Background: an optimization exercise with open tools, aiming at small area, a short achievable clock period and few clock cycles. Do not read the settings as production practice. Only simulation tests tie the RTL to the original design; equivalence was not proved. Power figures rest on the tool's default switching activity, not on a simulated workload.

`flow/constraint.sdc`:
```
create_clock -name core_clock -period 7.0 [get_ports {clk}]
set_input_delay 1.4000 -clock core_clock [delete_from_list [all_inputs] [get_ports {clk}]]
set_output_delay 1.4000 -clock core_clock [all_outputs]
set_load 0.01 [all_outputs]
```
`flow/flow/run.sh`:
```
#!/bin/bash
# Standard layout, with two changes to how it is made: the port buffers are
# buf_4 cells instead of the default pick, and timing repair may resize a
# cell into any footprint. Everything else is the standard.sh.
set -euo pipefail
bash standard.sh MATCH_CELL_FOOTPRINT=0 "BUFFER_PORTS_ARGS=-buffer_cell sky130_fd_sc_hd__buf_4" finish > standard_flow.log 2>&1
```
`flow/design.v`:
```
package wlh_pkg;
  localparam int NUM_BINS    = 16;
  localparam int COUNT_WIDTH = 20;
  localparam int LEN_W       = 7;
  localparam int BAR_W       = 7;
  localparam int CHAR_W      = 8;
  localparam int BIN_AW      = (NUM_BINS > 1) ? $clog2(NUM_BINS) : 1;
  localparam int NUM_W       = COUNT_WIDTH + BAR_W;
  localparam int STEP_W      = $clog2(BAR_W);
  localparam logic [LEN_W-1:0]       LEN_MAX   = {LEN_W{1'b1}};
  localparam logic [COUNT_WIDTH-1:0] COUNT_MAX = {COUNT_WIDTH{1'b1}};
  localparam logic [CHAR_W-1:0] CHAR_SPACE   = 8'h20;
  localparam logic [CHAR_W-1:0] CHAR_TAB     = 8'h09;
  localparam logic [CHAR_W-1:0] CHAR_NEWLINE = 8'h0A;
  localparam logic ACT_TEXT   = 1'b0;
  localparam logic ACT_REPORT = 1'b1;
  typedef struct packed {
    logic              action;
    logic [CHAR_W-1:0] char_code;
  } in_item_t;
  typedef struct packed {
    logic [LEN_W-1:0]       word_length;
    logic [COUNT_WIDTH-1:0] word_count;
    logic [BAR_W-1:0]       bar_length;
    logic [COUNT_WIDTH-1:0] overflow_words;
    logic                   last_bin;
  } out_item_t;
endpackage
import wlh_pkg::*;
module word_length_histogram (
  input  logic                     clk,
  input  logic                     rst,
  input  logic                     start,
  input  wlh_pkg::in_item_t        cmd,
  output logic                     busy,
  input  logic                     cfg_wr_en,
  input  logic [wlh_pkg::BAR_W-1:0] cfg_wr_data,
  output logic                     result_strobe,
  output wlh_pkg::out_item_t       result
);
  localparam int SIDE_W = 2;
  localparam int OVS_W  = 3;
  localparam int PKS_W  = 7;
  localparam int DW     = 23;    
  function automatic logic [COUNT_WIDTH-1:0] sat_inc(input logic [COUNT_WIDTH-1:0] v);
    sat_inc = (v == COUNT_MAX) ? COUNT_MAX : v + COUNT_WIDTH'(1);
  endfunction
  function automatic logic [22:0] add23(input logic [22:0] a, input logic [22:0] b,
                                        input logic ci);
    logic [22:0] g, p, gg, pp;
    g  = a & b;
    p  = a ^ b;
    gg = g;
    pp = p;
    gg[0] = g[0] | (p[0] & ci);
    for (int l = 0; l < 5; l++) begin
      for (int i = 0; i < 23; i++) begin
        if (((i >> l) & 1) == 1) begin
          gg[i] = gg[i] | (pp[i] & gg[((i >> l) << l) - 1]);
          pp[i] = pp[i] & pp[((i >> l) << l) - 1];
        end
      end
    end
    add23 = p ^ {gg[21:0], ci};
  endfunction
  logic accept, is_sep;
  logic a_char, a_sep, a_eot;
  logic a_char_n, a_sep_n, a_eot_n;
  assign accept   = start && !busy;
  assign is_sep   = (cmd.char_code == CHAR_SPACE) || (cmd.char_code == CHAR_TAB) ||
                    (cmd.char_code == CHAR_NEWLINE);
  assign a_char_n = accept && cmd.action == ACT_TEXT && !is_sep;
  assign a_sep_n  = accept && cmd.action == ACT_TEXT && is_sep;
  assign a_eot_n  = accept && cmd.action == ACT_REPORT;
  always_ff @(posedge clk) begin
    if (rst) begin
      a_char <= 1'b0;
      a_sep  <= 1'b0;
      a_eot  <= 1'b0;
    end else begin
      a_char <= a_char_n;
      a_sep  <= a_sep_n;
      a_eot  <= a_eot_n;
    end
  end
  logic [BAR_W-1:0]       max_bar_height;
  logic [4:0]             len;           
  logic [COUNT_WIDTH-1:0] ovf;
  logic [OVS_W-1:0]       ovf_side;      
  logic                   ovf_mode;      
  logic [COUNT_WIDTH-1:0] peak;          
  logic [PKS_W-1:0]       pk_side;       
  logic [COUNT_WIDTH-1:0] bin  [NUM_BINS];    
  logic [SIDE_W-1:0]      side [NUM_BINS];
  logic                   wr_pend;
  logic [BIN_AW-1:0]      wr_b;
  logic [COUNT_WIDTH-1:0] rd_data;
  logic [BIN_AW-1:0]      raddr;
  logic                   pend;          
  logic                   st;            
  logic                   rep_on;        
  logic                   clr;           
  logic [4:0]             ld_b;          
  logic                   mg;            
  logic                   mgc;           
  logic [BIN_AW-1:0]      mg_b;          
  logic [SIDE_W-1:0]      mg_side;       
  logic                   cf;            
  logic [4:0]             cb;            
  logic                   dv_run;
  logic [2:0]             step;
  logic [COUNT_WIDTH-1:0] c;
  logic                   cz;            
  logic                   ceq;           
  logic                   cfast;         
  logic [COUNT_WIDTH-1:0] r;             
  logic [BAR_W-1:0]       q;
  logic [4:0]             out_b;         
  logic [COUNT_WIDTH-1:0] w0;            
  logic [COUNT_WIDTH:0]   w1;            
  logic [COUNT_WIDTH+1:0] w2;            
  logic we_bin, we_ovf, side_cls, we_main, fwd, pf, last, start_div, fast;
  logic [COUNT_WIDTH-1:0] rmux;
  assign we_bin    = a_sep && (len != 5'd0) && (len != 5'd17);
  assign we_ovf    = a_sep && (len == 5'd17);
  assign side_cls  = rep_on && (len >= ld_b);
  assign we_main   = we_bin && !side_cls;
  assign fwd       = mg && (len[3:0] == mg_b);
  assign last      = dv_run && (step == 3'd0);
  assign start_div = cf && !dv_run && !cfast;
  assign fast      = cf && !dv_run && cfast;
  assign pf   = rep_on && (clr || (!a_sep && ((!cf && (!dv_run || last)) || fast)));
  assign rmux = bin[raddr];
  logic [COUNT_WIDTH-1:0] wdata;
  logic [COUNT_WIDTH-1:0] inc_val;
  assign inc_val = sat_inc(rd_data);
  assign wdata   = wr_pend ? inc_val : COUNT_WIDTH'(mgc ? '0 : mg_side);
  always_ff @(posedge clk) begin
    for (int b = 0; b < NUM_BINS; b++) begin
      if ((wr_pend && wr_b == BIN_AW'(b)) || (mg && mg_b == BIN_AW'(b))) begin
        bin[b] <= wdata;
      end
    end
  end
  logic side_full;
  always_comb begin
    side_full = 1'b0;
    for (int b = 0; b < NUM_BINS; b++) begin
      if (side[b] == '1 && !(mg && mg_b == BIN_AW'(b))) side_full = 1'b1;
      if (we_bin && side_cls && len[3:0] == BIN_AW'(b) && side[b] == SIDE_W'(2)) side_full = 1'b1;
    end
  end
  always_ff @(posedge clk) begin
    for (int b = 0; b < NUM_BINS; b++) begin
      if (mg && mg_b == BIN_AW'(b)) begin
        side[b] <= '0;
      end else if (we_bin && side_cls && len[3:0] == BIN_AW'(b)) begin
        side[b] <= side[b] + SIDE_W'(1);
      end
    end
  end
  always_ff @(posedge clk) begin
    rd_data <= fwd ? COUNT_WIDTH'(mg_side) : rmux;
    wr_b    <= len[3:0];
  end
  always_ff @(posedge clk) begin
    if (rst) begin
      max_bar_height <= BAR_W'(16);
    end else if (cfg_wr_en) begin
      max_bar_height <= cfg_wr_data;
    end
  end
  logic [4:0] len_n;
  logic [4:0] ld_b_n;
  logic       ovf_end;
  assign ovf_end = result_strobe && out_b[4];
  always_comb begin
    len_n = len;
    if (a_char) begin
      if (len != 5'd17) len_n = len + 5'd1;
    end else if (a_sep || a_eot) begin
      len_n = '0;
    end
  end
  logic [PKS_W-1:0] pk_side_n;
  always_comb begin
    pk_side_n = pk_side;
    if (ovf_mode && wr_pend && rd_data == COUNT_WIDTH'(pk_side)) begin
      pk_side_n = inc_val[PKS_W-1:0];
    end else if (mg && !mgc && PKS_W'(mg_side) > pk_side) begin
      pk_side_n = PKS_W'(mg_side);
    end
  end
  always_ff @(posedge clk) begin
    if (rst) begin
      len      <= '0;
      ovf      <= '0;
      ovf_side <= '0;
      ovf_mode <= 1'b0;
      wr_pend  <= 1'b0;
      raddr    <= BIN_AW'(1);
      peak     <= '0;
      pk_side  <= '0;
    end else begin
      len     <= len_n;
      wr_pend <= we_main;
      raddr   <= a_sep_n ? len_n[3:0] : ld_b_n[3:0];
      if (ovf_end) begin
        ovf      <= COUNT_WIDTH'(ovf_side) + COUNT_WIDTH'(we_ovf);
        ovf_side <= '0;
      end else if (we_ovf) begin
        if (ovf_mode) ovf_side <= ovf_side + OVS_W'(1);
        else          ovf <= sat_inc(ovf);
      end
      if (st) begin
        ovf_mode <= 1'b1;
      end else if (ovf_end) begin
        ovf_mode <= 1'b0;
      end
      if (ovf_end) begin
        peak    <= COUNT_WIDTH'(pk_side_n);
        pk_side <= '0;
      end else begin
        pk_side <= pk_side_n;
        if (!ovf_mode && wr_pend && rd_data == peak) peak <= inc_val;
      end
    end
  end
  logic pend_n, rep_on_n, dv_run_n, mg_n, clr_n, cf_n;
  always_comb begin
    pend_n   = (pend && !st) || a_eot;
    rep_on_n = st || (rep_on && !(pf && ld_b == 5'd16));
    clr_n    = clr && !(pf && ld_b == 5'd16);
    mg_n     = pf;
    cf_n     = (pf && !clr) || (cf && !start_div && !fast);
    dv_run_n = start_div || (dv_run && !last);
    if (st) ld_b_n = 5'd1;
    else if (pf) ld_b_n = ld_b + 5'd1;
    else ld_b_n = ld_b;
  end
  always_ff @(posedge clk) begin
    if (rst) begin
      pend          <= 1'b0;
      st            <= 1'b0;
      rep_on        <= 1'b1;
      clr           <= 1'b1;
      ld_b          <= 5'd1;
      mg            <= 1'b0;
      mgc           <= 1'b0;
      cf            <= 1'b0;
      dv_run        <= 1'b0;
      busy          <= 1'b1;
      result_strobe <= 1'b0;
    end else begin
      pend          <= pend_n;
      st            <= pend_n && !rep_on_n && !cf_n && !dv_run_n && !mg_n;
      rep_on        <= rep_on_n;
      clr           <= clr_n;
      mg            <= mg_n;
      mgc           <= pf && clr;
      cf            <= cf_n;
      dv_run        <= dv_run_n;
      busy          <= clr_n || (pf && clr) || side_full || ((a_eot_n || pend_n) &&
                         (rep_on_n || cf_n || dv_run_n || mg_n || (a_eot_n && pend_n)));
      result_strobe <= last || fast;
      ld_b          <= ld_b_n;
    end
  end
  always_ff @(posedge clk) begin
    if (pf) begin
      mg_b    <= ld_b[3:0];
      mg_side <= side[ld_b[3:0]];
    end
    if (pf && !clr) begin
      c     <= rmux;
      cb    <= ld_b;
      cz    <= (rmux == '0);
      ceq   <= (rmux == peak);
      cfast <= (rmux == '0) || (rmux == peak);
    end
  end
  logic [DW-1:0]          da, t0, t1, t2;
  logic [BAR_W-1:0]       qn, qd0, qd1, qd2;
  logic [BAR_W-2:0]       q_inc;
  logic [COUNT_WIDTH-1:0] r01, r2, r_early;
  logic                   hb;            
  logic [DW-1:0]          e1x, e2x;
  logic [COUNT_WIDTH-1:0] hcv;
  logic [COUNT_WIDTH:0]   e1;
  logic [COUNT_WIDTH+1:0] e2;
  function automatic logic [BAR_W-1:0] qfix(input logic [BAR_W-1:0] v);
    if (step == 3'd0 && v == '0) qfix = BAR_W'(1);
    else                         qfix = v;
  endfunction
  always_comb begin
    da = {2'b00, r, 1'b0};
    t0 = add23(da, {3'b000, w0}, 1'b0);
    t1 = add23(da, {{2{w1[COUNT_WIDTH]}}, w1}, 1'b0);
    t2 = add23(da, {w2[COUNT_WIDTH+1], w2}, 1'b0);
    q_inc   = q[BAR_W-2:0] + (BAR_W-1)'(1);
    qd0     = qfix({q[BAR_W-2:0], 1'b0});
    qd1     = qfix({q[BAR_W-2:0], 1'b1});
    qd2     = qfix({q_inc, 1'b0});
    qn      = t2[DW-1] ? (t1[DW-1] ? qd0 : qd1) : qd2;
    r_early = start_div ? (max_bar_height[6] ? c : '0) : c;
    r01     = (start_div || last || fast) ? r_early :
              (t1[DW-1] ? t0[COUNT_WIDTH-1:0] : t1[COUNT_WIDTH-1:0]);
    r2      = (start_div || last || fast) ? r_early : t2[COUNT_WIDTH-1:0];
    hcv   = hb ? c : '0;
    e1x   = add23({3'b000, hcv}, ~{3'b000, peak}, 1'b1);
    e2x   = add23({3'b000, hcv}, ~{2'b00, peak, 1'b0}, 1'b1);
    e1    = e1x[COUNT_WIDTH:0];
    e2    = e2x[COUNT_WIDTH+1:0];
  end
  logic [2:0] step_nx, hb_idx;
  always_comb begin
    if (start_div)   step_nx = 3'd5;
    else if (dv_run) step_nx = step - 3'd1;
    else             step_nx = step;
    hb_idx = (cf_n && !dv_run_n) ? 3'd5 : step_nx - 3'd1;
  end
  always_ff @(posedge clk) begin
    r  <= t2[DW-1] ? r01 : r2;
    w0 <= hcv;
    w1 <= e1;
    w2 <= e2;
    hb <= max_bar_height[hb_idx];
    if (fast) begin
      q     <= cz ? '0 : (max_bar_height == '0) ? BAR_W'(1) : max_bar_height;
      out_b <= cb;
    end else if (start_div) begin
      q     <= '0;
      step  <= 3'd5;
      out_b <= cb;
    end else if (dv_run) begin
      q     <= qn;
      step  <= step - 3'd1;
    end
  end
  assign result.word_length    = LEN_W'(out_b);
  assign result.word_count     = r;
  assign result.bar_length     = q;
  assign result.overflow_words = ovf;
  assign result.last_bin       = out_b[4];
endmodule
```
`flow/config.mk`:
```
export PLATFORM = sky130hd
export DESIGN_NAME = word_length_histogram
export DESIGN_NICKNAME = word_length_histogram
export VERILOG_FILES = /design/flow/design.v
export SDC_FILE = /design/flow/constraint.sdc
export NUM_CORES = 4
export LEC_CHECK = 0
export CAP_MARGIN = 20
export CORE_MARGIN = 2
export CORE_UTILIZATION = 40
export SETUP_SLACK_MARGIN = 4.5
export SLEW_MARGIN = 20
export TNS_END_PERCENT = 5
```
`flow/standard.sh`:
```
#!/bin/bash
# synth_recipe.tcl (not shown) runs the flow's synth.tcl, then flattens the netlist and writes it again
# the make line also repeats each setting of config.mk as NAME=value (left out here)
make -C /OpenROAD-flow-scripts/flow DESIGN_CONFIG=/design/flow/config.mk WORK_HOME=/design/flow/orfs CLKGATE_MAP_FILE= SYNTH_SCRIPT=/design/flow/synth_recipe.tcl "${@:-finish}"
```
==> qor.csv, run 1 <==
metric,value,unit
clockRootBuffer,clkbuf_16,
drt-initial-drc-count,2509,
fin_ws,4.04,ns
synth_top_family_by_area,compound AO/OA/AOI/OAI gates,
slew_viol_final,0,
gr-usage-met1,0.324,
synthFlopType,edfxtp_1,
initial_core_util,0.402,
cp.required,7.39,ns
cts_tree,yes,
synthAdderAreaFrac,0.0820,
die-area,0.0736,mm^2
endpoint,cfast$_DFFE_PP_,
postCtsHoldBufs,0,
fin_util,0.490,
p_leak,0.0129,uW
vias,22000,
layout_commonest_cell,edfxtp_1,
synthSimpleGateAreaFrac,0.125,
arrival,3.35,ns
crit_fanout,15,
skew,0.0151,ns
layout_common_cells,"edfxtp_1, nor2_1, buf_4",
worst_setup_hold_path_clk_slew,0.07,ns
synthCells,2527,
synth_enable_flop_cells,368,
cts_htree_levels,2,
async_reset_ff_frac,0,
grt_busiest_layer,met2,
place_ws,2.99,ns
status,timing/DRC/antenna clean,
fin_crit_sh,0.423,
drcViolationCount,0,
wl,91.6,mm
core-area,0.0711,mm^2
worstHoldPathType,reg2reg,
ys_types,89,
grt_max_degree,46,
placement.io_buffers,74,
grt_pass1_vias,21200,
dieHeight,271,um
synth_compound_area_frac,0.139,
synth.avg_cell_area,11.3,um^2
fin_nets,2937,
peakVddDrop,227,uV
syn_area,0.0286,mm^2
setup_tns,0,ns
r2r_end,cfast$_DFFE_PP_,
rsz0062_at_grt,yes,
setup_viol,0,
synth_top_area_cell,edfxtp_1,
die_w,271,um
period_minus_slack,2.96,ns
ys_seq_elements,593,
crit_type,reg2reg,
grt_util_all_layers,0.239,
muxShareOfSynthArea,0.0305,
dp_hpwl,58.8,mm
worst_setup_path_start_kind,flip-flop,
synth_top_area_frac,0.386,
placed_cells,3490,
fin_hold_ws,0.420,ns
vias_per_cell,5.89,
synth_xor_area_frac,0.0475,
area_growth,21.9,%
cp-end-kind,flip-flop,
cts_buffer_depth,3,
hold_viol_final,0,
rrSetupSlack,4.04,ns
grt_pass1_wl,134,mm
synthTopCellsByArea,"edfxtp_1, dfxtp_1, ha_1, nor2_1, xnor2_1",
critical_path.startpoint,raddr[3]$_SDFF_PP0_,
grt_util_met3,0.0385,
yosysSeqAreaShare,0.544,
cts_made_buffers,61,
timing.slew.headroom,0.219,
cap_violations,0,
gp_congestion,0.935,
rows,98,
post_route_cells_drive_above_1_share,0.218,
tightest_slew,1.17,ns
insertion_delay,0.64,ns
overflow,0,
antenna_found_initial,0,
dr.pass1.iters,6,
fmax,338,MHz
r2r_cells,10,
clock-sinks,593,
io_pins,77,
p_per_area,343,mW/mm^2
wl_per_cell,24.5,um
grtUsageMet2,0.390,
rr_startpoint,raddr[3]$_SDFF_PP0_,
synth_warnings,3,
postRouteAntennaNets,0,
instances_no_fill,3745,
## layer usage
layer / vias to the layer above / share of wire
li1: 9816 / -
met1: 10900 / 0.41
met2: 1130 / 0.47
met3: 203 / 0.087
met4: 0 / 0.034
met5: - / 0
## cells in the mapped netlist (11+ instances only)
master and number:
xor2_1 64, a211oi_1 28, nand4_1 29, nor4_1 16, nor2b_1 45, buf_2 27
a22oi_1 59, a221oi_1 11, xnor2_1 91, o22ai_1 12, inv_1 109, nor2_1 253
ha_1 153, a311oi_1 18, a21o_1 29, mux2_2 25, a31oi_1 21, clkbuf_1 57
a32oi_1 17, o21a_1 16, o21ai_0 97, nand2_1 143, and3_1 30, nand2b_1 25
a22o_1 26, fa_1 21, nor3_1 56, nand3_1 53, o211ai_1 13, edfxtp_1 368
mux2i_1 53, and2_1 38, a21oi_1 112, dfxtp_1 225
## how the worst min path moves through the flow
| stage | cells after the start | slack (ns) | start | end |
|---|---|---|---|---|
| after floorplan | 0 | 0.35 | len[2]$_SDFF_PP0_ | wr_b[2]$_DFF_P_ |
| after global placement | 0 | 0.40 | cb[4]$_DFFE_PP_ | out_b[4]$_DFFE_PP_ |
| after detailed placement | 0 | 0.41 | cb[4]$_DFFE_PP_ | out_b[4]$_DFFE_PP_ |
| after CTS | 0 | 0.42 | cb[2]$_DFFE_PP_ | out_b[2]$_DFFE_PP_ |
| after global routing | 0 | 0.43 | cb[2]$_DFFE_PP_ | out_b[2]$_DFFE_PP_ |
| final | 0 | 0.42 | cb[1]$_DFFE_PP_ | out_b[1]$_DFFE_PP_ |
## logic make-up after synthesis
group | after synthesis
fa+ha+maj | 175
buf+inv | 213
compound gates | 569
mux | 81
xor+xnor | 155
other cells | 1
flops | 593
simple gates | 740
## timing repair
action                                  4_1_cts  5_1_grt
hold endpoints to repair                      0        0
gates cloned                                 13        1
endpoints found under the setup margin      559      537
buffers inserted                             72       54
pin swaps                                    49       49
resized for setup                           193      120
## stage by stage
| step | power, uW | cell area, um^2 |
|---|---|---|
| floorplan | 6830 | 28700 |
| global placement | 7720 | 30400 |
| detailed placement | 7800 | 30400 |
| CTS | 11700 | 34000 |
| global route | 12500 | 34900 |
| finish | 12000 | 34900 |
## registers in the layout (all words and copies together) (netlist names), 19 cells and up
signal	flops
w2	22
r	20
bin	320
rd_data	20
w0	19
c	20
ovf	20
peak	20
w1	21
side	32
## cell type report
type | count | area, um^2
Antenna cell | 1 | 2.50
Clock buffer | 73 | 1640
Clock inverter | 41 | 390
Fill cell | 6284 | 36300
Inverter | 111 | 438
Multi-Input combinational cell | 1726 | 13300
Sequential cell | 593 | 15600
Tap cell | 950 | 1190
Timing Repair Buffer | 250 | 2300
## power breakdown
part / switching (uW) / internal, uW
logic: 2280 / 2000
clock network: 1420 / 1890
registers: 317 / 4040
total: 4020 / 7930
## critical path, cell delays in order (launching register included)
cell and delay [ns]:
dfxtp_4 0.43, buf_4 0.24, nand2b_1 0.20, nor2_1 0.46, a221o_1 0.25, nand2_1 0.13
a41o_1 0.38, inv_1 0.13, xnor2_1 0.17, nor3_1 0.08, a41o_1 0.24
Testbench counts, summed over its fixed seeds: cycles 35,346.
==> inputs of run 2 (changes only) <==
--- a/flow/config.mk
+++ b/flow/config.mk
@@ -5,6 +5,7 @@
 export SDC_FILE = /design/flow/constraint.sdc
 export NUM_CORES = 4
 export LEC_CHECK = 0
+export ABC_AREA = 1
 export CAP_MARGIN = 20
 export CORE_MARGIN = 2
 export CORE_UTILIZATION = 40
==> qor.csv, run 2 <==
metric,value,unit,change
antenna_cells,0,,-1
yosysMostFrequentCell,nand2_1,,
grt_pass1_wl,139,mm,+3.6%
cp-end-kind,flip-flop,,
grt_util_all_layers,0.233,,-0.00573
insertion_delay,0.61,ns,-0.03 ns
dr.pass1.iters,6,,unchanged
vias_per_cell,5.20,,-12%
syn_area,0.0303,mm^2,+5.9%
core-area,0.0747,mm^2,+5.0%
synth_enable_flop_cells,368,,unchanged
crit_fanout,25,,+10
crit_type,reg2reg,,
arrival,3.26,ns,-0.09 ns
instances_no_fill,4797,,+28%
synth_top_area_frac,0.365,,-0.0217
layout_commonest_cell,nand2_1,,
grt_max_degree,42,,-8.7%
worst_setup_hold_path_clk_slew,0.06,ns,about the same
cts_htree_levels,3,,+1
p_per_area,333,mW/mm^2,-2.8%
p_total,12100,uW,+1.1%
synth_warnings,3,,unchanged
clockRootBuffer,clkbuf_16,,
placement.io_buffers,74,,unchanged
post_route_cells_drive_above_1_share,0.143,,-0.0746
dp_hpwl,62.3,mm,+5.9%
cp.required,7.55,ns,+0.16 ns
cts_made_buffers,68,,+11%
worst_setup_path_start_kind,flip-flop,,
fmax,369,MHz,+9.2%
synth_top_area_cell,edfxtp_1,,
cts_tree,yes,,
cap_violations,0,,unchanged
synthTopCellsByArea,"edfxtp_1, dfxtp_1, nand2_1, ha_1, inv_1",,
top_regs,"bin x320, side x32, w2 x22",,
top_register,bin,,
drt-initial-drc-count,2013,,-20%
antenna_found_initial,0,,unchanged
tightest_slew,0.643,ns,-0.524 ns
grt_pass1_vias,23500,,+11%
wl_per_cell,19.3,um,-21%
vias,24900,,+13%
timing.slew.headroom,0.567,,+0.348
overflow,0,,unchanged
area_growth,19.6,%,
drcViolationCount,0,,unchanged
slew_viol_final,0,,unchanged
fin_util,0.485,,-0.00507
die_w,279,um,+2.9%
io_pins,77,,unchanged
p_leak,0.0164,uW,+27%
postRouteAntennaNets,0,,unchanged
synth.avg_cell_area,8.55,um^2,-24%
async_reset_ff_frac,0,,unchanged
clock-sinks,593,,unchanged
fin_nets,3968,,+35%
skew,0.0226,ns,+0.00754 ns
setup_tns,0,ns,unchanged
hold_viol_final,0,,unchanged
status,timing/DRC/antenna clean,,
fin_crit_sh,0.388,,-0.0355
dieHeight,279,um,+2.9%
cts_buffer_depth,3,,unchanged
ys_types,55,,-38%
synthFlopType,edfxtp_1,,
synthCells,3544,,+40%
largest_reg_flops,320,,unchanged
layout_common_cells,"nand2_1, inv_1, edfxtp_1",,
yosysSeqAreaShare,0.513,,-0.0305
synthTopCellsByCount,"nand2_1, inv_1, edfxtp_1, nor2_1, nand3_1",,
placed_cells,4559,,+31%
rows,100,,+2.0%
wl,92.7,mm,+1.2%
ys_seq_elements,593,,unchanged
rsz0062_at_grt,yes,,
die-area,0.0780,mm^2,+5.9%
period_minus_slack,2.71,ns,-0.249 ns
initial_core_util,0.406,,+0.00350
gp_congestion,0.926,,-0.95%
setup_viol,0,,unchanged
worstHoldPathType,reg2reg,,
peakVddDrop,208,uV,-8.5%
run 2: changes by cell type after synthesis, sizes merged, moves of 48 or more:
cell and change:
a22oi -55, mux2i -53, nand3 +204, inv +305, a21oi +48, xnor2 -57
nand2 +920, nor2 +97
run 2: critical path, stage by stage, from the launching register on:
cell,delay (ns)
dfxtp_1,0.50
inv_1,0.28
nand2_1,0.11
o21ai_0,0.08
nor2_1,0.11
nand2_1,0.08
nor4_1,0.35
nand3_1,0.43
buf_4,0.37
a21oi_1,0.18
o21a_1,0.15
run 2: worst paths after layout:
kind	end	cells past startpoint	from	slack [ns]
worst max-delay path	peak[19]$_SDFFE_PP0P_	10	peak[16]$_SDFFE_PP0P_	4.29
worst max register to register	peak[19]$_SDFFE_PP0P_	10	peak[16]$_SDFFE_PP0P_	4.29
worst min-delay path	wr_b[0]$_DFF_P_	0	len[0]$_SDFF_PP0_	0.42
worst min register to register	wr_b[0]$_DFF_P_	0	len[0]$_SDFF_PP0_	0.42
run 2: metal layers:
layer  up-vias  track usage  wire length, um
met5         -            0                0
met4         0       0.0798             3090
met3       175       0.0352             5640
met2       801        0.385            43500
met1     11800        0.312            40500
li1      12200            -                -
run 2: report_power, final:
| part | switching, uW | internal, uW | total [uW] | leakage (uW) |
|---|---|---|---|---|
| Sequential | 297 | 4040 | 4340 | 0.00542 |
| Clock | 1480 | 2130 | 3620 | 0.00110 |
| Combinational | 2440 | 1690 | 4130 | 0.00986 |
run 2: kinds of logic (layout without fill, tap and decap cells):
group,Yosys count,in the layout,synth area share
simple gates,1799,1800,0.245
flops,593,593,0.513
buf+inv,489,771,0.0629
compound gates,393,393,0.0742
fa+ha+maj,174,174,0.0771
xor+xnor,95,95,0.0275
other cells,1,2,0.000124
run 2: area by class of cell:
type	instances	area, um^2
Fill cell	6960	38500
Sequential cell	593	15600
Multi-Input combinational cell	2464	13600
Timing Repair Buffer	227	1900
Clock buffer	83	1870
Inverter	416	1630
Tap cell	969	1210
Clock inverter	41	395
Timing Repair inverter	4	30.0
run 2: repair_timing:
item,4_1_cts,5_1_grt
pin swaps,18,11
hold buffers,0,0
endpoints found under the setup margin,575,541
buffers inserted,66,41
gates resized for setup,155,68
cloned,2,4
hold endpoints to repair,0,0
run 2: metrics by stage:
stage / cell area [um^2] / setup WS, ns / hold slack [ns]
final: 36200 / 4.29 / 0.417
after global routing: 36200 / 4.20 / 0.417
after CTS: 35600 / 4.33 / 0.416
after detailed placement: 32200 / 3.51 / 0.406
after global placement: 32200 / 3.60 / 0.407
after floorplan: 30300 / 4.33 / 0.398
==> inputs of run 3 (changes only) <==
--- a/flow/config.mk
+++ b/flow/config.mk
@@ -9,6 +9,7 @@
 export CAP_MARGIN = 20
 export CORE_MARGIN = 2
 export CORE_UTILIZATION = 40
+export PLACE_DENSITY = 0.8
 export SETUP_SLACK_MARGIN = 4.5
 export SLEW_MARGIN = 20
 export TNS_END_PERCENT = 5
==> qor.csv, run 3 <==
metric,value,unit,change
status,timing/DRC/antenna clean,,
layout_commonest_cell,nand2_1,,
wl_met2,43.3,mm,-0.33%
post_route_cells_drive_above_1_share,0.137,,-0.00614
area_growth,18.7,%,
place_ws,3.53,ns,+0.0231 ns
rr_startpoint,raddr[2]$_SDFF_PP0_,,
synthTopCellsByCount,"nand2_1, inv_1, edfxtp_1, nor2_1, nand3_1",,
insertion_delay,0.65,ns,+0.04 ns
largest_reg_flops,320,,unchanged
fin_nets,3930,,-0.96%
ys_seq_elements,593,,unchanged
top_register,bin,,
cts_made_buffers,60,,-12%
worst_setup_path_start_kind,flip-flop,,
critical_path.top_delay_family,flip-flops,,
synth_top_area_frac,0.365,,unchanged
worstHoldPathType,reg2reg,,
p_leak,0.0162,uW,-1.1%
top_regs,"bin x320, side x32, w2 x22",,
tightest_slew,1.10,ns,+0.459 ns
layout_common_cells,"nand2_1, inv_1, edfxtp_1",,
gp_congestion,0.985,,+6.4%
synthCells,3544,,unchanged
ys_types,55,,unchanged
fillers,6582,,-5.4%
crit_type,reg2out,,
slew_viol_final,0,,unchanged
dr.max_layer_used,met4,,
cts_buffer_depth,3,,unchanged
synth_enable_flop_cells,368,,unchanged
dieHeight,279,um,unchanged
drt-initial-drc-count,2794,,+39%
instances_no_fill,4757,,-0.83%
grt_pass1_vias,25300,,+7.4%
grt_util_all_layers,0.231,,-0.00254
drcViolationCount,0,,unchanged
async_reset_ff_frac,0,,unchanged
initial_core_util,0.406,,unchanged
dp_hpwl,61.5,mm,-1.4%
antenna_found_initial,0,,unchanged
antenna_cells,0,,unchanged
grt_max_degree,42,,unchanged
crit_fanout,3,,-88%
cp-end-kind,primary output,,
io_pins,77,,unchanged
rows,100,,unchanged
cp_cell_sequence,buf_6,,
cap_violations,0,,unchanged
placed_cells,4547,,-0.26%
dr.pass1.iters,6,,unchanged
placement.io_buffers,74,,unchanged
postCtsHoldBufs,0,,unchanged
hold_start,cb[2]$_DFFE_PP_,,
critical_path.startpoint,out_b[4]$_DFFE_PP_,,
peakVddDrop,240,uV,+16%
cts_tree,yes,,
hold_viol_final,0,,unchanged
setup_tns,0,ns,unchanged
fin_ws,4.28,ns,-0.00631 ns
clockRootBuffer,clkbuf_16,,
wl_per_cell,19.5,um,+0.74%
wl,92.6,mm,-0.10%
core-area,0.0747,mm^2,unchanged
skew,0.0359,ns,+0.0132 ns
syn_area,0.0303,mm^2,unchanged
synth.avg_cell_area,8.55,um^2,unchanged
wl_met1,35.3,mm,-13%
die-area,0.0780,mm^2,unchanged
synthTopCellsByArea,"edfxtp_1, dfxtp_1, nand2_1, ha_1, inv_1",,
synthFlopType,edfxtp_1,,
grt_pass1_wl,140,mm,+0.81%
die_w,279,um,unchanged
overflow,0,,unchanged
clock-sinks,593,,unchanged
vias_per_cell,5.49,,+5.6%
worst-path-buf-inv,1,,-1
worst_setup_hold_path_clk_slew,0.06,ns,about the same
synth_warnings,3,,unchanged
cts_htree_levels,2,,-1
postRouteAntennaNets,0,,unchanged
slowest_delay,0.51,ns,about the same
period_minus_slack,2.72,ns,+0.00631 ns
synth_top_area_cell,edfxtp_1,,
p_per_area,327,mW/mm^2,-2.0%
yosysSeqAreaShare,0.513,,unchanged
timing.slew.headroom,0.265,,-0.302
fin_crit_sh,0.388,,+0.000901
vias,26100,,+4.7%
yosysMostFrequentCell,nand2_1,,
cp.required,5.60,ns,-1.95 ns
setup_viol,0,,unchanged
fin_util,0.482,,-0.00357
arrival,1.32,ns,-1.94 ns
rsz0062_at_grt,yes,,
wl_met3,9.02,mm,+60%
crit_slowest_cell,edfxtp_1,,
fmax,368,MHz,-0.23%
[run 3: worst paths after layout]
kind | cells after the start | endpoint | slack, ns
worst max register to register | 17 | cfast$_DFFE_PP_ | 4.31
worst max-delay path | 1 | result[52] | 4.28
worst min register to register | 0 | out_b[2]$_DFFE_PP_ | 0.42
worst min-delay path | 0 | out_b[2]$_DFFE_PP_ | 0.42
[run 3: what timing repair did]
item	4_1_cts	5_1_grt
resized for setup	145	100
pin swaps	18	22
setup endpoints to repair	594	540
setup buffers	62	29
gates cloned	1	4
[run 3: area by class of cell]
cell class                      instances  area (um^2)  share of cell area
Clock buffer                           92         1830              0.0508
Sequential cell                       593        15600               0.434
Multi-Input combinational cell       2464        13700               0.380
Timing Repair inverter                  3         22.5            0.000626
Inverter                              416         1630              0.0452
Tap cell                              969         1210              0.0337
Timing Repair Buffer                  198         1770              0.0493
Clock inverter                         22          238             0.00661
[run 3: logic make-up after synthesis]
group                    after synthesis  synth area share
other                                  1          0.000124
XOR/XNOR                              95            0.0275
AND/OR/NAND/NOR                     1799             0.245
adder cells (fa/ha/maj)              174            0.0771
flip-flops                           593             0.513
AO/OA/AOI/OAI                        393            0.0742
buffers and inverters                489            0.0629
[run 3: metal layers]
metal / GRT usage / vias up
met2: 0.383 / 1408
met3: 0.0467 / 350
met5: 0 / -
met4: 0.122 / 0
met1: 0.282 / 12300
li1: - / 12100
[run 3: worst register-to-register path: cells and delay by family, from the launching register on]
kind,cells,cell delay [ns]
simple gates,13,1.27
flops,1,0.45
buf+inv,4,0.73
[run 3: power by group]
part | internal, uW | total (uW) | switching (uW)
logic | 1600 | 4080 | 2470
clock network | 1940 | 3330 | 1380
registers | 4050 | 4340 | 295
[run 3: metrics by stage]
stage	hold slack, ns	area, um^2	total power (uW)
after floorplan	0.398	30300	6890
after global placement	0.404	32100	7780
after detailed placement	0.406	32100	7910
after CTS	0.429	35300	11400
after global routing	0.434	36000	12400
final	0.422	36000	11700
==> inputs of run 4 (changes only) <==
--- a/flow/design.v
+++ b/flow/design.v
@@ -90,6 +90,7 @@
   logic                   ovf_mode;      
   logic [COUNT_WIDTH-1:0] peak;          
   logic [PKS_W-1:0]       pk_side;       
+  logic                   pk_up;         
   logic [COUNT_WIDTH-1:0] bin  [NUM_BINS];    
   logic [SIDE_W-1:0]      side [NUM_BINS];
   logic                   wr_pend;
@@ -201,6 +202,7 @@
       raddr    <= BIN_AW'(1);
       peak     <= '0;
       pk_side  <= '0;
+      pk_up    <= 1'b0;
     end else begin
       len     <= len_n;
       wr_pend <= we_main;
@@ -217,12 +219,13 @@
       end else if (ovf_end) begin
         ovf_mode <= 1'b0;
       end
+      pk_up <= !ovf_mode && wr_pend && rd_data == peak;
       if (ovf_end) begin
         peak    <= COUNT_WIDTH'(pk_side_n);
         pk_side <= '0;
       end else begin
         pk_side <= pk_side_n;
-        if (!ovf_mode && wr_pend && rd_data == peak) peak <= inc_val;
+        if (pk_up) peak <= sat_inc(peak);
       end
     end
   end
==> qor.csv, run 4 <==
metric,value,unit,change
largest_reg_flops,320,,unchanged
fmax,361,MHz,-1.9%
vias,26000,,-0.59%
drt-initial-drc-count,3190,,+14%
peakVddDrop,204,uV,-15%
area_growth,16.2,%,
io_pins,77,,unchanged
rows,101,,+1.0%
power_frac_seq,0.382,,+0.012
worst_setup_hold_path_clk_slew,0.06,ns,about the same
arrival,3.17,ns,+1.85 ns
path_depth,15,,+14
ys_types,56,,+1.8%
wl_per_cell,18.5,um,-4.7%
yosysSeqAreaShare,0.509,,-0.00443
endpoint,cfast$_DFFE_PP_,,
postRouteAntennaNets,0,,unchanged
grt_pass1_vias,24400,,-3.2%
period_minus_slack,2.77,ns,+0.0533 ns
rsz0062_at_grt,yes,,
top_register,bin,,
hold_viol_final,0,,unchanged
vias_per_cell,5.43,,-1.1%
crit_type,reg2reg,,
clockRootBuffer,clkbuf_16,,
cts_buffer_depth,3,,unchanged
critical_path.top_delay_family,simple AND/OR/NAND/NOR gates,,
dr.pass1.iters,5,,-1
synth_enable_flop_cells,368,,unchanged
insertion_delay,0.65,ns,about the same
instances_no_fill,4783,,+0.55%
skew,0.0224,ns,-0.0135 ns
crit_slowest_cell,dfxtp_2,,
worst_setup_path_start_kind,flip-flop,,
die-area,0.0787,mm^2,+0.99%
grt_pass1_wl,134,mm,-4.6%
placement.io_buffers,74,,unchanged
initial_core_util,0.404,,-0.00203
r2r_cells,15,,-2
slew_viol_final,0,,unchanged
grt_max_degree,50,,+19%
setup_viol,0,,unchanged
synth_warnings,3,,unchanged
synth_top_area_cell,edfxtp_1,,
synthTopCellsByCount,"nand2_1, inv_1, edfxtp_1, nor2_1, nand3_1",,
core-area,0.0758,mm^2,+1.5%
cp.required,7.39,ns,+1.79 ns
p_clk_frac,0.272,,-0.011
worst-path-buf-inv,2,,+1
timing.slew.headroom,0.229,,-0.0355
tightest_slew,1.15,ns,+0.0489 ns
p_leak,0.0158,uW,-2.4%
hold_start,cb[2]$_DFFE_PP_,,
cap_violations,0,,unchanged
fin_hold_ws,0.432,ns,+0.00943 ns
cts_tree,yes,,
dieHeight,281,um,+0.49%
placed_cells,4609,,+1.4%
antenna_found_initial,2,,+2
rrSetupSlack,4.23,ns,-0.08 ns
switchingPower,4110,uW,-1.1%
yosysMostFrequentCell,nand2_1,,
critical_path.startpoint,raddr[1]$_SDFF_PP0_,,
fin_crit_sh,0.396,,+0.00761
layout_common_cells,"nand2_1, inv_1, edfxtp_1",,
antenna_cells,0,,unchanged
intPower,7230,uW,-4.8%
grt_util_all_layers,0.217,,-0.0135
async_reset_ff_frac,0,,unchanged
die_w,281,um,+0.49%
switching_share,0.362,,+0.00873
p_per_area,319,mW/mm^2,-2.4%
layout_commonest_cell,nand2_1,,
r2r_end,cfast$_DFFE_PP_,,
ys_seq_elements,594,,+0.17%
top_regs,"bin x320, side x32, w2 x22",,
status,timing/DRC/antenna clean,,
fin_nets,3949,,+0.48%
setup_tns,0,ns,unchanged
cp_cell_sequence,"inv_2, nand2_2, nor2_2, buf_4, nand2_1, nand2_1, nor2_1, nand4_1, nand2_1, nand2_1, nand2_1, nand2_1, nor2_1, nand3_1, nand2_1",,
dp_hpwl,59.2,mm,-3.6%
synth.avg_cell_area,8.50,um^2,-0.60%
worstHoldPathType,reg2reg,,
clock-sinks,594,,+0.17%
drcViolationCount,0,,unchanged
syn_area,0.0306,mm^2,+1.0%
cts_made_buffers,59,,-1.7%
p_total,11300,uW,-3.5%
slowest_delay,0.38,ns,-0.13 ns
combPwrFrac,0.346,,about the same
gp_congestion,0.929,,-5.7%
cp-end-kind,flip-flop,,
synthFlopType,edfxtp_1,,
fin_util,0.469,,-0.0124
synthCells,3601,,+1.6%
synthTopCellsByArea,"edfxtp_1, dfxtp_1, nand2_1, ha_1, inv_1",,
overflow,0,,unchanged
post_route_cells_drive_above_1_share,0.113,,-0.0240
cts_htree_levels,2,,unchanged
wl,88.7,mm,-4.2%
crit_fanout,15,,+12
cp_common_cell,nand2_1,,
synth_top_area_frac,0.361,,-0.00361
rr_startpoint,raddr[1]$_SDFF_PP0_,,
## run 4: changes by cell type after synthesis, moves of 6 or more
cell      delta
nand4_1     +12
o21a_1       -8
nor2_1      +11
clkinv_1     +6
o21ai_0     -13
nand3_1     +10
clkbuf_1     +7
xor2_1      +11
a211oi_1     -6
nor3_1      +12
## run 4: per-stage QoR
stage,worst slack (ns),cell area [um^2]
after global placement,3.69,32500
after floorplan,4.25,30600
final,4.23,35600
after CTS,4.26,34800
after detailed placement,3.52,32500
after global routing,4.18,35600
## run 4: area by class of cell
cell class,instances,area (um^2)
inverter,428,1640
timing repair inverter,2,12.5
clock buffer,74,1560
sequential,594,15600
fill,6824,40200
clock inverter,38,293
tap,978,1220
multi-input combinational,2506,13800
timing repair buffer,163,1400
## run 4: kinds of logic (layout without fill, tap and decap cells)
group                      Yosys count  after routing  synth area share
and+or+nand+nor                   1839           1840             0.249
DFF                                594            594             0.509
buffers and inverters              503            705            0.0632
AOI/OAI and AO/OA                  378            378            0.0706
adders and majority gates          175            175            0.0767
xor gates and xnor gates           111            111            0.0318
other                                1              2          0.000123
## run 4: routing by layer
metal | wire length [um] | track usage | vias up | share of wire
met2 | 41300 | 0.356 | 1317 | 0.47
met3 | 9240 | 0.0374 | 248 | 0.10
met1 | 35000 | 0.286 | 12200 | 0.39
met5 | 8 | 0 | - | 0.000090
li1 | - | - | 12200 | -
met4 | 3100 | 0.0835 | 2 | 0.035
## run 4: worst min path at each step
stage	end	slack, ns	depth (start not counted)
floorplan	out_b[0]$_DFFE_PP_	0.40	0
global placement	out_b[4]$_DFFE_PP_	0.40	0
detailed placement	out_b[2]$_DFFE_PP_	0.42	0
CTS	out_b[2]$_DFFE_PP_	0.43	0
global route	out_b[4]$_DFFE_PP_	0.44	0
finish	out_b[2]$_DFFE_PP_	0.43	0
## run 4: power by group through the flow
stage,Sequential [uW],Combinational (uW),Clock (uW)
after global placement,4380,3410,0
after floorplan,4310,2590,0
after CTS,4310,3690,3090
after global routing,4360,4370,3210
final,4330,3920,3090
after detailed placement,4390,3510,0
## run 4: what timing repair did
item	4_1_cts	5_1_grt
hold buffers	0	0
pin swaps	4	19
gates resized for setup	80	106
cloned	1	4
endpoints found under the setup margin	552	611
buffers inserted	18	38
Testbench counts of run 4, summed over its fixed seeds: cycles 35,346.
==> inputs of run 5 (changes only) <==
--- a/flow/config.mk
+++ b/flow/config.mk
@@ -8,7 +8,7 @@
 export ABC_AREA = 1
 export CAP_MARGIN = 20
 export CORE_MARGIN = 2
-export CORE_UTILIZATION = 40
+export CORE_UTILIZATION = 55
 export PLACE_DENSITY = 0.8
 export SETUP_SLACK_MARGIN = 4.5
 export SLEW_MARGIN = 20
==> qor.csv, run 5 <==
metric,value,unit,change
cp_cell_sequence,buf_4,,
grt_util_all_layers,0.292,,+0.0749
skew,0.0317,ns,+0.00936 ns
gp_congestion,0.932,,+0.32%
setup_viol,0,,unchanged
p_clk_frac,0.275,,+0.003
hold_viol_final,0,,unchanged
wl,90.0,mm,+1.5%
fin_crit_sh,0.386,,-0.0100
rrSetupSlack,4.36,ns,+0.13 ns
worst-path-buf-inv,1,,-1
synthTopCellsByArea,"edfxtp_1, dfxtp_1, nand2_1, ha_1, inv_1",,
top_regs,"bin x320, side x32, w2 x22",,
dp_hpwl,57.0,mm,-3.8%
synth_enable_flop_cells,368,,unchanged
grt_pass1_wl,130,mm,-3.1%
grt_pass1_vias,24000,,-2.0%
dieHeight,240,um,-15%
async_reset_ff_frac,0,,unchanged
synth.avg_cell_area,8.50,um^2,unchanged
synth_top_area_frac,0.361,,unchanged
cts_buffer_depth,3,,unchanged
vias,26400,,+1.7%
placed_area,0.0322,mm^2,-0.76%
synthFlopType,edfxtp_1,,
postCtsHoldBufs,0,,unchanged
switching_share,0.359,,-0.00318
insertion_delay,0.67,ns,+0.02 ns
core-area,0.0551,mm^2,-27%
worst_setup_hold_path_clk_slew,0.07,ns,about the same
yosysMostFrequentCell,nand2_1,,
ys_types,56,,unchanged
cts_htree_levels,2,,unchanged
layout_common_cells,"nand2_1, inv_1, edfxtp_1",,
crit_type,reg2out,,
clock-sinks,594,,unchanged
area_growth,17.9,%,
fin_util,0.655,,+0.186
syn_area,0.0306,mm^2,unchanged
cap_violations,0,,unchanged
antenna_found_initial,0,,-2
postRouteAntennaNets,0,,unchanged
worstHoldPathType,reg2reg,,
grt_max_degree,50,,unchanged
arrival,1.30,ns,-1.87 ns
peakVddDrop,301,uV,+47%
rsz0062_at_grt,yes,,
p_total,11800,uW,+4.0%
drcViolationCount,0,,unchanged
synthCells,3601,,unchanged
setup_tns,0,ns,unchanged
vias_per_cell,5.75,,+6.0%
post_route_cells_drive_above_1_share,0.138,,+0.0247
die-area,0.0575,mm^2,-27%
fin_hold_ws,0.416,ns,-0.0158 ns
synthTopCellsByCount,"nand2_1, inv_1, edfxtp_1, nor2_1, nand3_1",,
critical_path.top_delay_family,flip-flops,,
synth_top_area_cell,edfxtp_1,,
fin_nets,3986,,+0.94%
intPower,7560,uW,+4.6%
status,timing/DRC/antenna clean,,
rows,86,,-15%
clockRootBuffer,clkbuf_16,,
die_w,240,um,-15%
period_minus_slack,2.70,ns,-0.0700 ns
synth_warnings,3,,unchanged
timing.slew.headroom,0.259,,+0.0294
overflow,0,,unchanged
switchingPower,4240,uW,+3.1%
combPwrFrac,0.357,,+0.011
crit_fanout,3,,-12
ys_seq_elements,594,,unchanged
dr.pass1.iters,6,,+1
fmax,370,MHz,+2.6%
top_register,bin,,
placement.io_buffers,74,,unchanged
antenna_cells,0,,unchanged
crit_slowest_cell,edfxtp_1,,
initial_core_util,0.555,,+0.152
finalInstanceArea,0.0361,mm^2,+1.4%
p_per_area,327,mW/mm^2,+2.6%
p_leak,0.0162,uW,+2.2%
cp-end-kind,primary output,,
drt-initial-drc-count,3037,,-4.8%
cts_tree,yes,,
yosysSeqAreaShare,0.509,,unchanged
layout_commonest_cell,nand2_1,,
cts_made_buffers,60,,+1.7%
io_pins,77,,unchanged
tightest_slew,1.11,ns,-0.0398 ns
cp.required,5.60,ns,-1.79 ns
slew_viol_final,0,,unchanged
power_frac_seq,0.368,,-0.014
worst_setup_path_start_kind,flip-flop,,
largest_reg_flops,320,,unchanged
wl_per_cell,19.6,um,+5.8%
slowest_delay,0.46,ns,+0.08 ns
-- run 5: final timing paths --
kind,startpoint,end,cells past startpoint
worst max register to register,rd_data[1]$_DFF_P_,bin[12][19]$_DFFE_PP_,12
worst max-delay path,out_b[4]$_DFFE_PP_,result[52],1
worst min-delay path,len[0]$_SDFF_PP0_,wr_b[0]$_DFF_P_,0
worst min register to register,len[0]$_SDFF_PP0_,wr_b[0]$_DFF_P_,0
-- run 5: layout make-up --
type | instances | area (um^2)
fillers | 4154 | 19000
flip-flops and latches | 594 | 15600
well taps | 748 | 936
multi-input cells | 2507 | 14000
clock buffers | 77 | 1630
clock inverters | 36 | 337
repair buffers | 197 | 1850
inverters | 428 | 1650
repair inverters | 3 | 17.5
-- run 5: per-stage QoR --
step | worst slack (ns) | std cells
after floorplan | 4.25 | 3602
after global placement | 3.68 | 4382
after detailed placement | 3.64 | 4383
after CTS | 4.27 | 4516
after global routing | 4.23 | 4590
final | 4.30 | 4590
-- run 5: timing repair --
action | in CTS | in global routing
setup endpoints to repair | 553 | 617
buffers inserted | 19 | 66
gates resized for setup | 64 | 204
pin swaps | 6 | 50
gates cloned | 1 | 8
-- run 5: power by group through the flow --
stage	Clock [uW]	Combinational (uW)	Sequential, uW
final	3240	4220	4340
after global routing	3380	4630	4370
after CTS	3230	3630	4300
after detailed placement	0	3470	4380
after global placement	0	3390	4370
after floorplan	0	2590	4310
-- run 5: logic make-up (layout without fill, tap and decap cells) --
group | after synthesis | after routing | share of synthesized area
AOI/OAI and AO/OA | 378 | 378 | 0.0706
and+or+nand+nor | 1839 | 1841 | 0.249
adders and majority gates | 175 | 175 | 0.0767
other | 1 | 2 | 0.000123
buffers and inverters | 503 | 741 | 0.0632
DFF | 594 | 594 | 0.509
xor gates and xnor gates | 111 | 111 | 0.0318
-- run 5: routing by layer --
metal  wire [um]  track usage  up-vias
met1       34500        0.382    12300
met4        4290        0.137        0
li1            -            -    12300
met5           0            0        -
met3        9510       0.0510      301
met2       41700        0.474     1508
==> inputs of run 6 (changes only) <==
--- a/flow/config.mk
+++ b/flow/config.mk
@@ -10,6 +10,6 @@
 export CORE_MARGIN = 2
 export CORE_UTILIZATION = 55
 export PLACE_DENSITY = 0.8
-export SETUP_SLACK_MARGIN = 4.5
+export SETUP_SLACK_MARGIN = 4.8
 export SLEW_MARGIN = 20
 export TNS_END_PERCENT = 5
==> qor.csv, run 6 <==
metric,value,unit,change
synth_top_area_cell,edfxtp_1,,
vias,26800,,+1.5%
period_minus_slack,2.72,ns,+0.0168 ns
async_reset_ff_frac,0,,unchanged
slew_viol_final,0,,unchanged
vias_per_cell,5.77,,+0.35%
yosysSeqAreaShare,0.509,,unchanged
cts_htree_levels,2,,unchanged
ys_types,56,,unchanged
synthTopCellsByArea,"edfxtp_1, dfxtp_1, nand2_1, ha_1, inv_1",,
critical_path.top_delay_family,adder cells,,
die_w,240,um,unchanged
worst_setup_path_start_kind,flip-flop,,
layout_commonest_cell,nand2_1,,
cp_cell_sequence,"buf_4, nand2_2, ha_4, fa_2, inv_2, nand3_2, nand2_2, nand3_2, nand2_2, nand2_2, nand2_2, nand2_2, nand2_4, nand3_2, nand2_2, inv_2, fa_2, inv_1",,
clock-sinks,594,,unchanged
fmax,368,MHz,-0.62%
grt_pass1_wl,132,mm,+1.7%
antenna_found_initial,0,,unchanged
synthFlopType,edfxtp_1,,
fin_crit_sh,0.388,,+0.00240
grt_max_degree,50,,unchanged
dieHeight,240,um,unchanged
largest_reg_flops,320,,unchanged
syn_area,0.0306,mm^2,unchanged
synthTopCellsByCount,"nand2_1, inv_1, edfxtp_1, nor2_1, nand3_1",,
io_pins,77,,unchanged
cap_violations,0,,unchanged
layout_common_cells,"nand2_1, inv_1, edfxtp_1",,
rrSetupSlack,4.28,ns,-0.08 ns
cts_tree,yes,,
cp_common_cell,nand2_2,,
drt-initial-drc-count,3233,,+6.5%
top_register,bin,,
wl_per_cell,19.9,um,+1.4%
peakVddDrop,310,uV,+3.2%
synth_top_area_frac,0.361,,unchanged
synth_enable_flop_cells,368,,unchanged
postRouteAntennaNets,0,,unchanged
setup_viol,0,,unchanged
status,timing/DRC/antenna clean,,
fin_hold_ws,0.417,ns,+0.000907 ns
antenna_cells,0,,unchanged
drcViolationCount,0,,unchanged
grt_util_all_layers,0.296,,+0.00363
crit_slowest_cell,fa_2,,
area_growth,20.6,%,
skew,0.0138,ns,-0.0180 ns
cts_made_buffers,59,,-1.7%
setup_tns,0,ns,unchanged
hold_viol_final,0,,unchanged
cp.required,7.52,ns,+1.92 ns
core-area,0.0551,mm^2,unchanged
worst-path-buf-inv,4,,+3
rsz0062_at_grt,yes,,
yosysMostFrequentCell,nand2_1,,
placement.io_buffers,74,,unchanged
timing.slew.headroom,0.209,,-0.0499
insertion_delay,0.63,ns,-0.04 ns
gp_congestion,0.948,,+1.7%
cp-end-kind,flip-flop,,
grt_pass1_vias,24400,,+1.8%
slowest_delay,0.52,ns,+0.06 ns
clockRootBuffer,clkbuf_16,,
rows,86,,unchanged
worstHoldPathType,reg2reg,,
dr.pass1.iters,9,,+3
post_route_cells_drive_above_1_share,0.177,,+0.0392
synth.avg_cell_area,8.50,um^2,unchanged
overflow,0,,unchanged
crit_fanout,4,,+1
initial_core_util,0.555,,unchanged
p_per_area,319,mW/mm^2,-2.3%
tightest_slew,1.18,ns,+0.0703 ns
cts_buffer_depth,3,,unchanged
p_leak,0.0165,uW,+2.1%
die-area,0.0575,mm^2,unchanged
arrival,3.24,ns,+1.94 ns
crit_type,reg2reg,,
top_regs,"bin x320, side x32, w2 x22",,
dp_hpwl,56.8,mm,-0.42%
ys_seq_elements,594,,unchanged
wl,92.3,mm,+2.6%
worst_setup_hold_path_clk_slew,0.06,ns,about the same
synthCells,3601,,unchanged
synth_warnings,3,,unchanged
fin_nets,4041,,+1.4%
[run 6: metrics by stage]
step           total power, uW  setup slack (ns)  instances   util  area, um^2
2_1_floorplan             6900              4.31       3602      -       30600
3_3_place_gp              7680              3.70       4381  0.584       32200
3_5_place_dp              7790              3.60       4381  0.584       32200
4_1_cts                  11200              4.37       4545  0.636       35000
5_1_grt                  12400              4.24       4644  0.670       36900
6_report                 11800              4.28       4644  0.670       36900
[run 6: worst paths after layout]
path | startpoint | endpoint | cells after the start
max | hb$_DFF_P_ | w1[16]$_DFF_P_ | 18
min reg2reg | cb[4]$_DFFE_PP_ | out_b[4]$_DFFE_PP_ | 0
min | cb[4]$_DFFE_PP_ | out_b[4]$_DFFE_PP_ | 0
max reg2reg | hb$_DFF_P_ | w1[16]$_DFF_P_ | 18
[run 6: area by class of cell]
cell class / instances / area [um^2]
repair inverters: 4 / 27.5
multi-input cells: 2507 / 14500
fillers: 4002 / 18200
repair buffers: 252 / 2170
flip-flops and latches: 594 / 15700
clock inverters: 23 / 249
clock buffers: 88 / 1730
inverters: 428 / 1670
well taps: 748 / 936
[run 6: per-layer routing]
metal	global-route usage	wire, um	vias up
li1	-	-	12400
met1	0.376	33400	12400
met2	0.492	43700	1624
met3	0.0497	10200	401
met4	0.142	5100	0
met5	0	0	-
[run 6: worst register-to-register path, stage by stage (launching register included)]
cell and delay, ns:
dfxtp_4 0.38, buf_4 0.12, nand2_2 0.08, ha_4 0.18, fa_2 0.35, inv_2 0.08, nand3_2 0.08, nand2_2 0.11
nand3_2 0.08, nand2_2 0.10, nand2_2 0.05, nand2_2 0.08, nand2_2 0.07, nand2_4 0.09, nand3_2 0.07, nand2_2 0.08
inv_2 0.05, fa_2 0.52, inv_1 0.04
[run 6: cells by family (layout without fill, tap and decap cells)]
group | after synthesis | after routing | synth area share
simple gates | 1839 | 1841 | 0.249
flops | 594 | 594 | 0.509
buf+inv | 503 | 795 | 0.0632
compound gates | 378 | 378 | 0.0706
fa+ha+maj | 175 | 175 | 0.0767
xor+xnor | 111 | 111 | 0.0318
other cells | 1 | 2 | 0.000123
[run 6: timing repair]
| item | 4_1_cts | 5_1_grt |
|---|---|---|
| hold buffers | 0 | 0 |
| pin swaps | 16 | 113 |
| buffers inserted | 51 | 93 |
| gates resized for setup | 127 | 308 |
| setup endpoints to repair | 750 | 813 |
| cloned | 2 | 6 |
[run 6: where the power goes]
group          total (uW)  switching [uW]  internal, uW  leakage (uW)
Clock                3280            1390          1890      0.000978
Combinational        4170            2490          1680        0.0103
Sequential           4340             288          4050       0.00524
Total               11800            4160          7630        0.0165
==> inputs of run 7 (changes only) <==
--- a/flow/config.mk
+++ b/flow/config.mk
@@ -9,7 +9,9 @@
 export CAP_MARGIN = 20
 export CORE_MARGIN = 2
 export CORE_UTILIZATION = 55
+export CTS_CLUSTER_DIAMETER = 120
+export CTS_CLUSTER_SIZE = 26
 export PLACE_DENSITY = 0.8
-export SETUP_SLACK_MARGIN = 4.8
+export SETUP_SLACK_MARGIN = 4.5
 export SLEW_MARGIN = 20
 export TNS_END_PERCENT = 5
==> qor.csv, run 7 <==
metric,value,unit,change
dr.max_layer_used,met5,,
synthFlopType,edfxtp_1,,
layout_commonest_cell,nand2_1,,
grt_pass1_wl,127,mm,-3.8%
antenna_cells,0,,unchanged
die-area,0.0575,mm^2,unchanged
cts_tree,yes,,
antenna_found_initial,3,,+3
wl_met2,40.9,mm,-6.4%
skew,0.0243,ns,+0.0105 ns
wl_met3,9.38,mm,-7.6%
instances_no_fill,4531,,-2.4%
dr.pass1.iters,6,,-3
vias,25900,,-3.3%
crit_fanout,3,,-1
critical_path.startpoint,out_b[4]$_DFFE_PP_,,
critical_path.top_delay_family,flip-flops,,
wl_per_cell,19.5,um,-2.1%
worstHoldPathType,reg2reg,,
synth_enable_flop_cells,368,,unchanged
path_depth,1,,-17
period_minus_slack,2.69,ns,-0.0339 ns
fmax,372,MHz,+1.3%
rrSetupSlack,4.39,ns,+0.11 ns
gp_congestion,0.932,,-1.7%
fin_hold_ws,0.428,ns,+0.0115 ns
cts_buffer_depth,3,,unchanged
synthTopCellsByArea,"edfxtp_1, dfxtp_1, nand2_1, ha_1, inv_1",,
post_route_cells_drive_above_1_share,0.127,,-0.0500
area_growth,14.5,%,
p_leak,0.0156,uW,-5.3%
peakVddDrop,235,uV,-24%
crit_slowest_cell,edfxtp_1,,
synth_warnings,3,,unchanged
synth_top_area_frac,0.361,,unchanged
r2r_end,w1[16]$_DFF_P_,,
async_reset_ff_frac,0,,unchanged
clock-sinks,594,,unchanged
grt_util_all_layers,0.283,,-0.0123
die_w,240,um,unchanged
tightest_slew,1.13,ns,-0.0501 ns
placed_cells,4383,,+0.046%
worst_setup_hold_path_clk_slew,0.11,ns,+0.05 ns
synth.avg_cell_area,8.50,um^2,unchanged
rows,86,,unchanged
drcViolationCount,0,,unchanged
slew_viol_final,0,,unchanged
rsz0062_at_grt,yes,,
status,timing/DRC/antenna clean,,
clockRootBuffer,clkbuf_16,,
rr_startpoint,peak[0]$_SDFFE_PP0P_,,
postRouteAntennaNets,0,,unchanged
setup_tns,0,ns,unchanged
endpoint,result[52],,
top_register,bin,,
ys_seq_elements,594,,unchanged
synth_top_area_cell,edfxtp_1,,
slowest_delay,0.49,ns,-0.03 ns
setup_viol,0,,unchanged
grt_pass1_vias,23300,,-4.3%
dp_hpwl,57.0,mm,+0.42%
grt_max_degree,50,,unchanged
p_per_area,297,mW/mm^2,-7.1%
cap_violations,0,,unchanged
wl_met1,34.2,mm,+2.2%
timing.slew.headroom,0.242,,+0.0335
vias_per_cell,5.72,,-0.86%
cts_made_buffers,26,,-56%
insertion_delay,0.62,ns,about the same
overflow,0,,unchanged
fin_crit_sh,0.384,,-0.00484
r2r_cells,16,,-2
cp-end-kind,primary output,,
top_regs,"bin x320, side x32, w2 x22",,
syn_area,0.0306,mm^2,unchanged
cp.required,5.60,ns,-1.92 ns
yosysSeqAreaShare,0.509,,unchanged
fin_nets,3958,,-2.1%
synthTopCellsByCount,"nand2_1, inv_1, edfxtp_1, nor2_1, nand3_1",,
yosysMostFrequentCell,nand2_1,,
placement.io_buffers,74,,unchanged
largest_reg_flops,320,,unchanged
synthCells,3601,,unchanged
worst_setup_path_start_kind,flip-flop,,
drt-initial-drc-count,2820,,-13%
layout_common_cells,"nand2_1, inv_1, edfxtp_1",,
arrival,1.29,ns,-1.95 ns
hold_viol_final,0,,unchanged
dieHeight,240,um,unchanged
initial_core_util,0.555,,unchanged
io_pins,77,,unchanged
core-area,0.0551,mm^2,unchanged
cp_cell_sequence,buf_4,,
worst-path-buf-inv,1,,-3
cts_htree_levels,1,,-1
crit_type,reg2out,,
wl,88.2,mm,-4.5%
ys_types,56,,unchanged
run 7: cell counts after synthesis:
No cell type changed its count.
run 7: routing by layer:
metal / track usage / up-vias
met5: 0 / -
li1: - / 12200
met4: 0.0998 / 2
met2: 0.467 / 1423
met1: 0.380 / 12100
met3: 0.0459 / 268
run 7: cell type report:
cell class | count | area [um^2]
Inverter | 428 | 1650
Timing Repair inverter | 3 | 20.0
Clock buffer | 47 | 752
Clock inverter | 1 | 30.0
Multi-Input combinational cell | 2507 | 14100
Fill cell | 4314 | 20100
Tap cell | 748 | 936
Sequential cell | 594 | 15700
Timing Repair Buffer | 203 | 1920
run 7: kinds of logic after synthesis:
| family | Yosys count | share of synthesized area |
|---|---|---|
| fa+ha+maj | 175 | 0.0767 |
| simple gates | 1839 | 0.249 |
| buf+inv | 503 | 0.0632 |
| xor+xnor | 111 | 0.0318 |
| other cells | 1 | 0.000123 |
| flops | 594 | 0.509 |
| compound gates | 378 | 0.0706 |
run 7: how the worst min path moves through the flow:
stage | start | to | slack, ns | cells after the start
6_report | len[0]$_SDFF_PP0_ | wr_b[0]$_DFF_P_ | 0.43 | 0
5_1_grt | len[0]$_SDFF_PP0_ | wr_b[0]$_DFF_P_ | 0.43 | 0
4_1_cts | cb[4]$_DFFE_PP_ | out_b[4]$_DFFE_PP_ | 0.43 | 0
3_5_place_dp | cb[4]$_DFFE_PP_ | out_b[4]$_DFFE_PP_ | 0.40 | 0
3_3_place_gp | cb[0]$_DFFE_PP_ | out_b[0]$_DFFE_PP_ | 0.40 | 0
2_1_floorplan | cb[0]$_DFFE_PP_ | out_b[0]$_DFFE_PP_ | 0.40 | 0
run 7: stage by stage:
stage	power, uW	cell area (um^2)	setup slack (ns)	utilization
after floorplan	6900	30600	4.25	-
after global placement	7760	32200	3.68	0.584
after detailed placement	7860	32200	3.64	0.585
after CTS	9780	33400	4.27	0.606
after global routing	11000	35000	4.27	0.636
final	10400	35000	4.31	0.636
run 7: timing repair:
action                                  in CTS  in global routing
resized for setup                           64                226
hold buffers                                 0                  0
setup buffers                               13                 77
endpoints found under the setup margin     550                627
gates cloned                                 1                  9
pin swaps                                    5                 67
run 7: report_power, final:
| group | total, uW | leakage [uW] | switching [uW] | internal (uW) |
|---|---|---|---|---|
| combinational | 4200 | 0.0100 | 2510 | 1690 |
| clock | 1860 | 0.000373 | 1090 | 773 |
| sequential | 4330 | 0.00524 | 289 | 4040 |
| total | 10400 | 0.0156 | 3890 | 6510 |

-- afterwards: timing with drivers on the ports --
The flow's constraints put no driver on any port. The routed layouts listed below were extracted and timed again, unchanged, in two steps. Step 1 (the two cells are an assumption about what drives the block):
set clk [get_ports {clk}]
set_driving_cell -lib_cell sky130_fd_sc_hd__clkbuf_16 $clk
set_driving_cell -lib_cell sky130_fd_sc_hd__buf_2 [delete_from_list [all_inputs] $clk]
Step 2, shift: input delay + t, output delay - t, t = (earliest + latest rising clock arrival at the registers) / 2. This alone moves slack from input paths to output paths. Slacks: ideal / step 1 / step 2; pairs: ideal / step 1.
| run | t (ns) | setup WS [ns] | worst setup path at the end | worst data-port slew with drivers (ns) |
|---|---|---|---|---|
| run 1 | 0.695 | 4.039 / 4.039 / 3.938 | input to register | 0.04 |
| run 2 | 0.664 | 4.287 / 4.270 / 3.774 | input to register | 0.04 |
| run 3 | 0.700 | 4.281 / 4.218 / 3.807 | input to register | 0.04 |
| run 4 | 0.712 | 4.228 / 4.198 / 3.825 | input to register | 0.05 |
| run 5 | 0.709 | 4.298 / 4.239 / 3.757 | input to register | 0.05 |
| run 6 | 0.680 | 4.281 / 4.281 / 3.665 | input to register | 0.04 |
| run 7 | 0.666 | 4.315 / 4.257 / 3.800 | input to register | 0.05 |
After both steps setup and hold are still met in every run listed. For run 6, which loses most, drivers alone change the setup slack by 0.000 ns; drivers and shift together by -0.616 ns.
